Context: an optimization exercise on an open-source flow, tuned for small area and few clock cycles. The choices shown serve that exercise and are no tape-out recipe.
In this exercise RTL edits were held to simulation tests only and were not proved equivalent to the original.
Power and IR drop assume default switching activity.

== the baseline ==
==> flow/design.v <==
module lpcm_sample_unpacker (
   input  logic       clock,
   input  logic       reset,
   input  logic       req_valid,
   output logic       req_stall,
   input  logic [7:0] req_data_byte,
   input  logic       req_end_of_frame,
   output logic       rsp_valid,
   input  logic       rsp_stall,
   output logic [7:0] rsp_out_byte,
   output logic       rsp_group_last,
   output logic       rsp_config_error,
   input  logic       csr_wr_en,
   input  logic [1:0] csr_index,
   input  logic [3:0] csr_wr_data
);
   localparam logic [1:0] FMT_16 = 2'd0;
   localparam logic [1:0] FMT_20 = 2'd1;
   localparam logic [1:0] FMT_24 = 2'd2;
   localparam logic [1:0] FMT_32 = 2'd3;
   function automatic logic [2:0] br_src_chan(input logic [3:0] c, input logic [2:0] s);
      logic [2:0] k;
      k = s;
      if (c == 4'd6) begin
         if (s == 3'd3) k = 3'd5;
         if (s == 3'd4) k = 3'd3;
         if (s == 3'd5) k = 3'd4;
      end else if (c == 4'd7) begin
         if (s == 3'd3) k = 3'd6;
         if (s == 3'd4) k = 3'd3;
         if (s == 3'd6) k = 3'd4;
      end else if (c == 4'd8) begin
         if (s == 3'd3) k = 3'd7;
         if (s == 3'd4) k = 3'd3;
         if (s == 3'd5) k = 3'd6;
         if (s == 3'd6) k = 3'd4;
         if (s == 3'd7) k = 3'd5;
      end
      br_src_chan = k;
   endfunction
   logic [1:0] fmt_ff;
   logic       br_ff;
   logic [3:0] cc_ff;
   logic [7:0] ring [0:63];
   logic [5:0] fill_ff;   
   logic [5:0] fa_ff;     
   logic [5:0] ha_ff;     
   logic [1:0] cnt_ff;    
   logic [3:0] j_ff;
   logic [2:0] p_ff;
   always_ff @(posedge clock) begin
      if (reset) begin
         fmt_ff <= FMT_16;
         br_ff  <= 1'b0;
         cc_ff  <= 4'd2;
      end else if (csr_wr_en) begin
         if (csr_index == 2'd0) fmt_ff <= csr_wr_data[1:0];
         if (csr_index == 2'd1) br_ff  <= csr_wr_data[0];
         if (csr_index == 2'd2) cc_ff  <= csr_wr_data;
      end
   end
   logic       bad;
   logic       dvd20, dvd32;
   logic [6:0] c1, c2, c4;
   logic [6:0] ga, gb;
   logic [6:0] gsize;
   always_comb begin
      dvd20 = !br_ff && (fmt_ff == FMT_20);
      dvd32 = !br_ff && (fmt_ff == FMT_32);
      c1 = 7'(cc_ff);
      c2 = c1 << 1;
      c4 = c1 << 2;
      ga = (fmt_ff == FMT_16) ? c2 : (dvd32 ? c4 : (br_ff && fmt_ff == FMT_24) ? c2 : c4);
      if (br_ff)
         gb = (fmt_ff == FMT_24) ? c1 : 7'd0;
      else
         unique case (fmt_ff)
            FMT_16:  gb = 7'd0;
            FMT_20:  gb = c1;
            FMT_24:  gb = c2;
            default: gb = c4;
         endcase
      gsize = ga + gb;
      bad = (cc_ff == 4'd0) || (cc_ff > 4'd8) || ((fmt_ff == FMT_20) && (br_ff || cc_ff[0]));
      if (bad) gsize = 7'd1;
   end
   logic [5:0] eff_fill;
   logic [5:0] prefix;    
   logic       head_busy;
   logic       start;
   logic       done;
   logic       accept;
   logic       push;
   logic       pop;
   logic       head_load;
   always_comb begin
      eff_fill = ({1'b0, fill_ff} >= gsize) ? 6'd0 : fill_ff;
      start    = (eff_fill == 6'd0);
      done     = (7'(eff_fill) + 7'd1 == gsize);
      if (br_ff)      prefix = 6'd0;
      else if (dvd20) prefix = {j_ff[3:0], 2'b00};
      else            prefix = {1'b0, j_ff, 1'b0};
      head_busy = (cnt_ff != 2'd0) && !bad && ({1'b0, ha_ff} < gsize) && (ha_ff >= prefix);
      if (bad)        req_stall = (cnt_ff == 2'd2);
      else if (start) req_stall = (cnt_ff == 2'd2) || head_busy;
      else            req_stall = (fa_ff != eff_fill) || head_busy;
      accept = req_valid && !req_stall;
      push   = accept && done;
   end
   always_ff @(posedge clock) begin
      if (reset) begin
         fill_ff <= '0;
      end else if (accept) begin
         if (done || req_end_of_frame) fill_ff <= '0;
         else                          fill_ff <= eff_fill + 6'd1;
      end
   end
   always_ff @(posedge clock) begin
      fa_ff <= ((accept && start) ? 6'd0 : fa_ff) + 6'd1;
   end
   always_ff @(posedge clock) begin
      for (int i = 63; i > 0; i--) ring[i] <= ring[i-1];
      ring[0] <= accept ? req_data_byte : ring[63];
   end
   function automatic logic [5:0] step_offset(input logic [1:0] fmt, input logic br,
                                              input logic [3:0] c, input logic [3:0] j,
                                              input logic [2:0] p);
      logic       d32;
      logic [2:0] k;
      logic [4:0] tsum;
      logic [5:0] tail, main;
      logic       use_tail;
      d32  = !br && (fmt == FMT_32);
      k    = br_src_chan(c, j[2:0]);
      tsum = {c, 1'b0} + (d32 ? {1'b0, j} : {2'b00, j[3:1]});
      tail = {tsum, d32 ? ~p[0] : j[0]};
      use_tail = 1'b0;
      if (br) begin
         unique case (fmt)
            FMT_16:  main = {2'b00, k, ~p[0]};
            FMT_24:  main = {2'b00, k, 1'b0} + {3'b000, k} + 6'(2'd2 - p[1:0]);
            default: main = {1'b0, k, ~p[1:0]};
         endcase
      end else begin
         unique case (fmt)
            FMT_16: main = {1'b0, j, ~p[0]};
            FMT_20: begin
               use_tail = (p == 3'd0) || (p == 3'd3);
               main     = {j, p[2], (p == 3'd1) || (p == 3'd4)};
            end
            FMT_24: begin
               use_tail = (p == 3'd0);
               main     = {1'b0, j, p == 3'd1};
            end
            default: begin
               use_tail = !p[1];
               main     = {1'b0, j, p == 3'd2};
            end
         endcase
      end
      step_offset = use_tail ? tail : main;
   endfunction
   logic [2:0] sw;        
   logic [3:0] j_last;    
   logic [3:0] j_in;
   logic [2:0] p_in;
   logic [5:0] ha_in;
   logic [5:0] ra_ff;     
   logic       last;
   logic       take;
   logic [7:0] rbyte;
   always_comb begin
      if (br_ff) begin
         j_last = cc_ff - 4'd1;
         unique case (fmt_ff)
            FMT_16:  sw = 3'd2;
            FMT_24:  sw = 3'd3;
            default: sw = 3'd4;
         endcase
      end else begin
         unique case (fmt_ff)
            FMT_16:  begin sw = 3'd2; j_last = cc_ff - 4'd1; end
            FMT_20:  begin sw = 3'd6; j_last = cc_ff - 4'd1; end
            FMT_24:  begin sw = 3'd3; j_last = {cc_ff[2:0], 1'b0} - 4'd1; end
            default: begin sw = 3'd4; j_last = {cc_ff[2:0], 1'b0} - 4'd1; end
         endcase
      end
      last = (j_ff == j_last) && (p_ff == sw - 3'd1);
      rbyte = ring[ra_ff];
      rsp_valid        = (cnt_ff != 2'd0);
      rsp_config_error = bad;
      rsp_group_last   = last && !bad;
      if (bad)
         rsp_out_byte = 8'h00;
      else if (dvd20 && p_ff == 3'd0)
         rsp_out_byte = rbyte & 8'hf0;
      else if (dvd20 && p_ff == 3'd3)
         rsp_out_byte = {rbyte[3:0], 4'h0};
      else
         rsp_out_byte = rbyte;
      take = rsp_valid && !rsp_stall;
      pop  = take && (bad || last);
      head_load = (push && (cnt_ff == 2'(pop))) || (pop && cnt_ff == 2'd2);
      j_in = j_ff;
      p_in = p_ff;
      if (take) begin
         if (bad || last) begin
            j_in = '0;
            p_in = '0;
         end else if (p_ff == sw - 3'd1) begin
            j_in = j_ff + 4'd1;
            p_in = '0;
         end else begin
            p_in = p_ff + 3'd1;
         end
      end
      ha_in = (head_load ? fa_ff : ha_ff) + 6'd1;
   end
   always_ff @(posedge clock) begin
      if (reset) begin
         cnt_ff <= '0;
         j_ff   <= '0;
         p_ff   <= '0;
      end else begin
         cnt_ff <= cnt_ff + 2'(push) - 2'(pop);
         j_ff   <= j_in;
         p_ff   <= p_in;
      end
   end
   always_ff @(posedge clock) begin
      ha_ff <= ha_in;
      ra_ff <= ha_in + ~step_offset(fmt_ff, br_ff, cc_ff, j_in, p_in);
   end
endmodule
export LEC_CHECK = 0
export CAP_MARGIN = 20
export CORE_MARGIN = 2
export CORE_UTILIZATION = 40
export CTS_BUF_LIST = sky130_fd_sc_hd__clkbuf_8
export CTS_CLUSTER_DIAMETER = 50
export CTS_CLUSTER_SIZE = 16
export SLEW_MARGIN = 20
create_clock -name core_clock -period 9.0 [get_ports {clock}]
run.sh (not shown) runs the stock make flow with config.mk's settings and CLKGATE_MAP_FILE= SYNTH_SCRIPT=/design/flow/synth_recipe.tcl, a recipe that flattens the netlist after the stock synthesis.
Testbench counts of the baseline, summed over its fixed seeds: cycles 45,567.
For the candidate, these inputs were changed with respect to the baseline:
--- a/flow/design.v
+++ b/flow/design.v
@@ -38,6 +38,12 @@
       end
       br_src_chan = k;
    endfunction
+   function automatic logic less(input logic [6:0] a, input logic [6:0] b);
+      logic r;
+      r = 1'b0;
+      for (int i = 0; i < 7; i++) r = a[i] ? (b[i] && r) : (b[i] || r);
+      less = r;
+   endfunction
    logic [1:0] fmt_ff;
    logic       br_ff;
    logic [3:0] cc_ff;
@@ -85,7 +91,8 @@
       if (bad) gsize = 7'd1;
    end
    logic [5:0] eff_fill;
-   logic [5:0] prefix;    
+   logic       ha_new;    
+   logic [6:0] fill_inc;
    logic       head_busy;
    logic       start;
    logic       done;
@@ -94,13 +101,14 @@
    logic       pop;
    logic       head_load;
    always_comb begin
-      eff_fill = ({1'b0, fill_ff} >= gsize) ? 6'd0 : fill_ff;
+      eff_fill = less({1'b0, fill_ff}, gsize) ? fill_ff : 6'd0;
       start    = (eff_fill == 6'd0);
-      done     = (7'(eff_fill) + 7'd1 == gsize);
-      if (br_ff)      prefix = 6'd0;
-      else if (dvd20) prefix = {j_ff[3:0], 2'b00};
-      else            prefix = {1'b0, j_ff, 1'b0};
-      head_busy = (cnt_ff != 2'd0) && !bad && ({1'b0, ha_ff} < gsize) && (ha_ff >= prefix);
+      fill_inc = 7'(eff_fill) + 7'd1;
+      done     = (fill_inc == gsize);
+      if (br_ff)      ha_new = 1'b1;
+      else if (dvd20) ha_new = !less({3'b000, ha_ff[5:2]}, {3'b000, j_ff});
+      else            ha_new = !less({2'b00, ha_ff[5:1]}, {3'b000, j_ff});
+      head_busy = (cnt_ff != 2'd0) && !bad && less({1'b0, ha_ff}, gsize) && ha_new;
       if (bad)        req_stall = (cnt_ff == 2'd2);
       else if (start) req_stall = (cnt_ff == 2'd2) || head_busy;
       else            req_stall = (fa_ff != eff_fill) || head_busy;
@@ -112,7 +120,7 @@
          fill_ff <= '0;
       end else if (accept) begin
          if (done || req_end_of_frame) fill_ff <= '0;
-         else                          fill_ff <= eff_fill + 6'd1;
+         else                          fill_ff <= fill_inc[5:0];
       end
    end
    always_ff @(posedge clock) begin
Results
Cell area | the candidate vs the baseline | the candidate smaller
Compare the baseline and the candidate | area taken by multi-input logic gates lower: the candidate
Compare the baseline and the candidate | power higher: the baseline
Compared to the baseline, the routing of the candidate uses less wire.
The candidate vs the baseline — combinational fraction of design power dropped 0.8 points.
Compared to the baseline, the candidate has fmax about 3% higher.
In the metrics for the baseline and the candidate, the one carrying the higher hold slack is the candidate.
Sort the baseline and the candidate by fraction of layout instances using a drive strength above 1, ascending, and the candidate comes first.
Summary of the candidate over the baseline: multi-input combinational gate total down 45; post-placement cell area has decreased; sequential power decreased about 4%.
Changes observed in the candidate relative to the baseline: count of inverters not on the clock network in the layout climbed about 15%; maximum number of pins on one net before global-route repair picked up an extra 4.
Testbench counts of the candidate, summed over its fixed seeds: cycles 45,567.

[separate check: timing with driven ports]
How much do the figures lean on ideal ports? The routed layouts below were timed once more, with nothing changed but the port constraints. Step 1 (the two cells are an assumption about what drives the block):
set clk [get_ports {clock}]
set_driving_cell -lib_cell sky130_fd_sc_hd__clkbuf_16 $clk
set_driving_cell -lib_cell sky130_fd_sc_hd__buf_2 [delete_from_list [all_inputs] $clk]
Step 2 times the ports against the registers' clock, not the clock port: input delays grow and output delays shrink by t, the midpoint of the rising clock arrivals with the driver on. Slacks: ideal ports / drivers / drivers and shift; pairs: ideal ports / drivers.
run | shift t [ns] | setup WS [ns] | pins driven straight from the clock port
the baseline | 0.678 | 0.823 / 0.823 / 0.823 | 1
the candidate | 0.712 | 1.076 / 1.076 / 1.076 | 1
After both steps setup and hold are still met in every run listed.
